This is an optimization exercise on Yosys and OpenROAD, whose aim is small area, not a production implementation.
At most, simulation tests tie the RTL to the original design; equivalence was not proved.

==> inputs of 11-21 <==
==> flow/design.v (excerpt) <==
module operand_fetch #(
    parameter int DATA_WIDTH = 32,
    parameter int ADDR_WIDTH = 5
) (
    input  logic                  clk,
    input  logic                  rst_n,
    input  logic                  in_valid,
    output logic                  in_ready,
    input  logic [ADDR_WIDTH-1:0] rs1,
    input  logic [ADDR_WIDTH-1:0] rs2,
    input  logic [DATA_WIDTH-1:0] imm,
    input  logic                  ALUsrc,
    input  logic                  ALUctrl_in,
    input  logic                  flush,
    input  logic                  we,
    input  logic [ADDR_WIDTH-1:0] wad,
    input  logic [DATA_WIDTH-1:0] wd,
    output logic                  out_valid,
    input  logic                  out_ready,
    output logic [DATA_WIDTH-1:0] ALUop1,
    output logic [DATA_WIDTH-1:0] ALUop2,
    output logic                  ALUctrl,
    output logic [DATA_WIDTH-1:0] a0
);
==> module operand_fetch, before the edit <==
module operand_fetch #(
    parameter int DATA_WIDTH = 32,
    parameter int ADDR_WIDTH = 5
) (
    input  logic                  clk,
    input  logic                  rst_n,
    input  logic                  in_valid,
    output logic                  in_ready,
    input  logic [ADDR_WIDTH-1:0] rs1,
    input  logic [ADDR_WIDTH-1:0] rs2,
    input  logic [DATA_WIDTH-1:0] imm,
    input  logic                  ALUsrc,
    input  logic                  ALUctrl_in,
    input  logic                  flush,
    input  logic                  we,
    input  logic [ADDR_WIDTH-1:0] wad,
    input  logic [DATA_WIDTH-1:0] wd,
    output logic                  out_valid,
    input  logic                  out_ready,
    output logic [DATA_WIDTH-1:0] ALUop1,
    output logic [DATA_WIDTH-1:0] ALUop2,
    output logic                  ALUctrl,
    output logic [DATA_WIDTH-1:0] a0
);
    localparam int NREGS  = 1 << ADDR_WIDTH;
    localparam int A0_IDX = 10;
    typedef enum logic {
        EMPTY = 1'b0,
        FULL  = 1'b1
    } state_t;
    logic [DATA_WIDTH-1:0] rf_q [NREGS];
    generate
        for (genvar gi = 0; gi < NREGS; gi++) begin : g_rf
            if (gi == 0) begin : g_zero
                assign rf_q[gi] = '0;
            end else begin : g_reg
                always_ff @(posedge clk or negedge rst_n) begin
                    if (!rst_n) begin
                        rf_q[gi] <= '0;
                    end else if (we && (wad == ADDR_WIDTH'(gi))) begin
                        rf_q[gi] <= wd;
                    end
                end
            end
        end
    endgenerate
    assign a0 = rf_q[A0_IDX];
    logic [DATA_WIDTH-1:0] rs1_val;
    logic [DATA_WIDTH-1:0] rs2_val;
    assign rs1_val = rf_q[rs1];
    assign rs2_val = rf_q[rs2];
    state_t state_q;
    state_t state_d;
    logic   accept;
    assign accept = in_valid && in_ready && !flush;
    always_ff @(posedge clk or negedge rst_n) begin
        if (!rst_n) begin
            state_q <= EMPTY;
        end else begin
            state_q <= state_d;
        end
    end
    always_comb begin
        state_d = state_q;
        case (state_q)
            EMPTY:   if (accept) state_d = FULL;
            FULL:    if (out_ready && !accept) state_d = EMPTY;
            default: state_d = EMPTY;
        endcase
        if (flush) begin
            state_d = EMPTY;
        end
    end
    always_comb begin
        out_valid = (state_q == FULL);
        in_ready  = !out_valid || out_ready;
    end
    logic [DATA_WIDTH-1:0] op1_q;
    logic [DATA_WIDTH-1:0] op1_d;
    logic [DATA_WIDTH-1:0] op2_q;
    logic [DATA_WIDTH-1:0] op2_d;
    logic                  ctrl_q;
    logic                  ctrl_d;
    always_comb begin
        op1_d  = op1_q;
        op2_d  = op2_q;
        ctrl_d = ctrl_q;
        if (accept) begin
            op1_d  = rs1_val;
            op2_d  = ALUsrc ? imm : rs2_val;
            ctrl_d = ALUctrl_in;
        end
    end
    always_ff @(posedge clk or negedge rst_n) begin
        if (!rst_n) begin
            op1_q  <= '0;
            op2_q  <= '0;
            ctrl_q <= 1'b0;
        end else begin
            op1_q  <= op1_d;
            op2_q  <= op2_d;
            ctrl_q <= ctrl_d;
        end
    end
    assign ALUop1  = op1_q;
    assign ALUop2  = op2_q;
    assign ALUctrl = ctrl_q;
endmodule
export LEC_CHECK = 0
export CAP_MARGIN = 20
export CORE_MARGIN = 2
export CORE_UTILIZATION = 40
export SLEW_MARGIN = 20
create_clock -name core_clock -period 5.0 [get_ports {clk}]
run.sh (not shown) runs the stock make flow with config.mk's settings and CLKGATE_MAP_FILE= SYNTH_SCRIPT=/design/flow/synth_recipe.tcl, a recipe that flattens the netlist after the stock synthesis.
==> 08-12 (differences from 11-21) <==
==> flow/design.v (replaced) <==
module operand_fetch #(
    parameter int DATA_WIDTH = 32,
    parameter int ADDR_WIDTH = 5
) (
    input  logic                  clk,
    input  logic                  rst_n,
    input  logic                  in_valid,
    output logic                  in_ready,
    input  logic [ADDR_WIDTH-1:0] rs1,
    input  logic [ADDR_WIDTH-1:0] rs2,
    input  logic [DATA_WIDTH-1:0] imm,
    input  logic                  ALUsrc,
    input  logic                  ALUctrl_in,
    input  logic                  flush,
    input  logic                  we,
    input  logic [ADDR_WIDTH-1:0] wad,
    input  logic [DATA_WIDTH-1:0] wd,
    output logic                  out_valid,
    input  logic                  out_ready,
    output logic [DATA_WIDTH-1:0] ALUop1,
    output logic [DATA_WIDTH-1:0] ALUop2,
    output logic                  ALUctrl,
    output logic [DATA_WIDTH-1:0] a0
);
    localparam int NREGS  = 1 << ADDR_WIDTH;
    localparam int A0_IDX = 10;
    logic [DATA_WIDTH-1:0] rf_q [NREGS];
    logic [NREGS-1:0]      vld;
    logic [NREGS-1:0]      wsel;
    always_comb begin
        for (int i = 0; i < NREGS; i++) begin
            wsel[i] = we && (wad == ADDR_WIDTH'(i)) && (i != 0);
        end
    end
    generate
        for (genvar gi = 0; gi < NREGS; gi++) begin : g_rf
            if (gi == 0) begin : g_zero
                assign rf_q[gi] = '0;
                assign vld[gi]  = 1'b0;
            end else begin : g_reg
                logic vld_q;
                always_ff @(posedge clk) begin
                    if (wsel[gi]) begin
                        rf_q[gi] <= wd;
                    end
                end
                logic vld_d;
                of_or2 u_vld (.a(vld_q), .b(wsel[gi]), .y(vld_d));
                always_ff @(posedge clk or negedge rst_n) begin
                    if (!rst_n) begin
                        vld_q <= 1'b0;
                    end else begin
                        vld_q <= vld_d;
                    end
                end
                assign vld[gi] = vld_q;
            end
        end
    endgenerate
    assign a0 = rf_q[A0_IDX] & {DATA_WIDTH{vld[A0_IDX]}};
    logic v_q;
    logic accept;
    assign in_ready  = !v_q || out_ready;
    assign out_valid = v_q;
    assign accept    = in_valid && in_ready && !flush;
    always_ff @(posedge clk or negedge rst_n) begin
        if (!rst_n) begin
            v_q <= 1'b0;
        end else begin
            v_q <= !flush && (accept || (v_q && !out_ready));
        end
    end
    logic [NREGS-1:0]      sel1;
    logic [NREGS-1:0]      sel2;
    logic                  hold;
    logic                  isel;
    logic [DATA_WIDTH-1:0] op1_q;
    logic [DATA_WIDTH-1:0] op2_q;
    logic [DATA_WIDTH-1:0] op1_d;
    logic [DATA_WIDTH-1:0] op2_d;
    logic                  ctrl_q;
    always_comb begin
        for (int i = 0; i < NREGS; i++) begin
            sel1[i] = accept && (rs1 == ADDR_WIDTH'(i)) && vld[i];
            sel2[i] = accept && !ALUsrc && (rs2 == ADDR_WIDTH'(i)) && vld[i];
        end
        hold = !accept;
        isel = accept && ALUsrc;
    end
    generate
        for (genvar b = 0; b < DATA_WIDTH; b++) begin : g_rd
            logic [NREGS-1:0] col;
            for (genvar i = 0; i < NREGS; i++) begin : g_col
                assign col[i] = rf_q[i][b];
            end
            of_sel32 u_rd1 (
                .s({hold, sel1[NREGS-1:1]}),
                .d({op1_q[b], col[NREGS-1:1]}),
                .y(op1_d[b])
            );
            of_sel33 u_rd2 (
                .s({hold, isel, sel2[NREGS-1:1]}),
                .d({op2_q[b], imm[b], col[NREGS-1:1]}),
                .y(op2_d[b])
            );
        end
    endgenerate
    always_ff @(posedge clk or negedge rst_n) begin
        if (!rst_n) begin
            op1_q  <= '0;
            op2_q  <= '0;
            ctrl_q <= 1'b0;
        end else begin
            op1_q <= op1_d;
            op2_q <= op2_d;
            if (accept) begin
                ctrl_q <= ALUctrl_in;
            end
        end
    end
    assign ALUop1  = op1_q;
    assign ALUop2  = op2_q;
    assign ALUctrl = ctrl_q;
endmodule
module of_aoi222 (
    input  logic a1, a2, b1, b2, c1, c2,
    output logic y
);
    assign y = !((a1 && a2) || (b1 && b2) || (c1 && c2));
endmodule
module of_nand11 (
    input  logic [10:0] n,
    output logic        y
);
    assign y = !(&n);
endmodule
module of_sel33 (
    input  logic [32:0] s,
    input  logic [32:0] d,
    output logic        y
);
    logic [10:0] n;
    for (genvar k = 0; k < 11; k++) begin : g_t
        of_aoi222 u_t (
            .a1(s[3*k]),   .a2(d[3*k]),
            .b1(s[3*k+1]), .b2(d[3*k+1]),
            .c1(s[3*k+2]), .c2(d[3*k+2]),
            .y(n[k])
        );
    end
    of_nand11 u_or (.n(n), .y(y));
endmodule
module of_sel32 (
    input  logic [31:0] s,
    input  logic [31:0] d,
    output logic        y
);
    logic [11:0] n;
    for (genvar k = 0; k < 10; k++) begin : g_t
        of_aoi222 u_t (
            .a1(s[3*k]),   .a2(d[3*k]),
            .b1(s[3*k+1]), .b2(d[3*k+1]),
            .c1(s[3*k+2]), .c2(d[3*k+2]),
            .y(n[k])
        );
    end
    of_nand2 u_t10 (.a(s[30]), .b(d[30]), .y(n[10]));
    of_nand2 u_t11 (.a(s[31]), .b(d[31]), .y(n[11]));
    of_nand12 u_or (.n(n), .y(y));
endmodule
module of_nand2 (
    input  logic a, b,
    output logic y
);
    assign y = !(a && b);
endmodule
module of_nand12 (
    input  logic [11:0] n,
    output logic        y
);
    assign y = !(&n);
endmodule
module of_or2 (
    input  logic a, b,
    output logic y
);
    assign y = a || b;
endmodule
==> flow/flow/run.sh (new file) <==
#!/bin/bash
# Standard ORFS layout with a leaner clock tree (no dummy loads, clkbuf_16 leaf
# clusters of up to 28 sinks) and minimum-size port buffers.
set -euo pipefail
export BUFFER_PORTS_ARGS="-buffer_cell sky130_fd_sc_hd__buf_1"
export CTS_ARGS="-sink_clustering_enable -repair_clock_nets -dont_use_dummy_load -buf_list sky130_fd_sc_hd__clkbuf_16 -sink_clustering_size 28 -sink_clustering_max_diameter 90"
bash standard.sh > standard.log 2>&1
==> flow/standard.sh (new file) <==
#!/bin/bash
# synth_recipe.tcl (not shown) runs the flow's synth.tcl, then flattens the netlist and writes it again
# the make line also repeats each setting of config.mk as NAME=value (left out here)
make -C /OpenROAD-flow-scripts/flow DESIGN_CONFIG=/design/flow/config.mk WORK_HOME=/design/flow/orfs CLKGATE_MAP_FILE= SYNTH_SCRIPT=/design/flow/synth_recipe.tcl "${@:-finish}"
CORE_UTILIZATION = 70   (was 40)
PLACE_DENSITY = 0.8   (was default)
SYNTH_HIERARCHICAL = 1   (was default)
SYNTH_MINIMUM_KEEP_SIZE = 0   (was default)
removed: flow/run.sh
==> impl_metrics.env <==
export IMPL_seq_share=0.422
export IMPL_status="no timing/DRC/antenna violations"
export IMPL_final_cell_mix="dfrtp_1 (1058), mux2_2 (989), a22oi_1 (590), buf_4 (225), clkdlybuf4s50_1 (165)"
export IMPL_numCtsBuffers=117
export IMPL_fin_cells=6505
export IMPL_wl_met1_um=107000
# the run above: 11-21

==> impl_metrics.env <==
export IMPL_layout_commonest_cell="edfxtp_1"
export IMPL_ant_nets=0
export IMPL_grt_max_degree=59
export IMPL_maxPowerGroup="sequential cells"
export IMPL_leakage_nw=14.6
export IMPL_wl_met2_um=64900
export IMPL_critPathCaptureType="flip-flop"
export IMPL_fin_cells=3416
export IMPL_wl_met1_um=44300
export IMPL_final_cell_mix="edfxtp_1 (992), a222oi_1 (672), nand4_1 (161), buf_1 (155), buf_4 (98)"
export IMPL_cp_top_family="simple AND/OR/NAND/NOR gates"
export IMPL_status="no timing/DRC/antenna violations"
export IMPL_seq_share=0.699
# the run above: 08-12

The RTL of 11-21 was laid out without a check of its function.

==> afterwards: timing with drivers on the ports <==
How much do the figures lean on ideal ports? The routed layouts below were timed once more, with nothing changed but the port constraints. Step 1, drivers: a clkbuf_16 drives clk and a buf_2 each remaining input, both assumed. Step 2, shift: input delay + t, output delay - t, t = (earliest + latest rising clock arrival at the registers) / 2. This alone moves slack from input paths to output paths. a / b / c = ideal / step 1 / step 2; a / b = the first two.
run | shift t [ns] | slack for setup (ns) | worst setup path at the end | cell pins on the clock port's net
11-21 | 0.854 | 1.276 / 1.334 / 0.480 | input to register | 1
08-12 | 0.695 | 1.475 / 1.514 / 0.824 | input to register | 1
After both steps every run listed still meets setup and hold. For 11-21, which loses most, drivers alone change the setup slack by +0.058 ns; drivers and shift together by -0.796 ns.
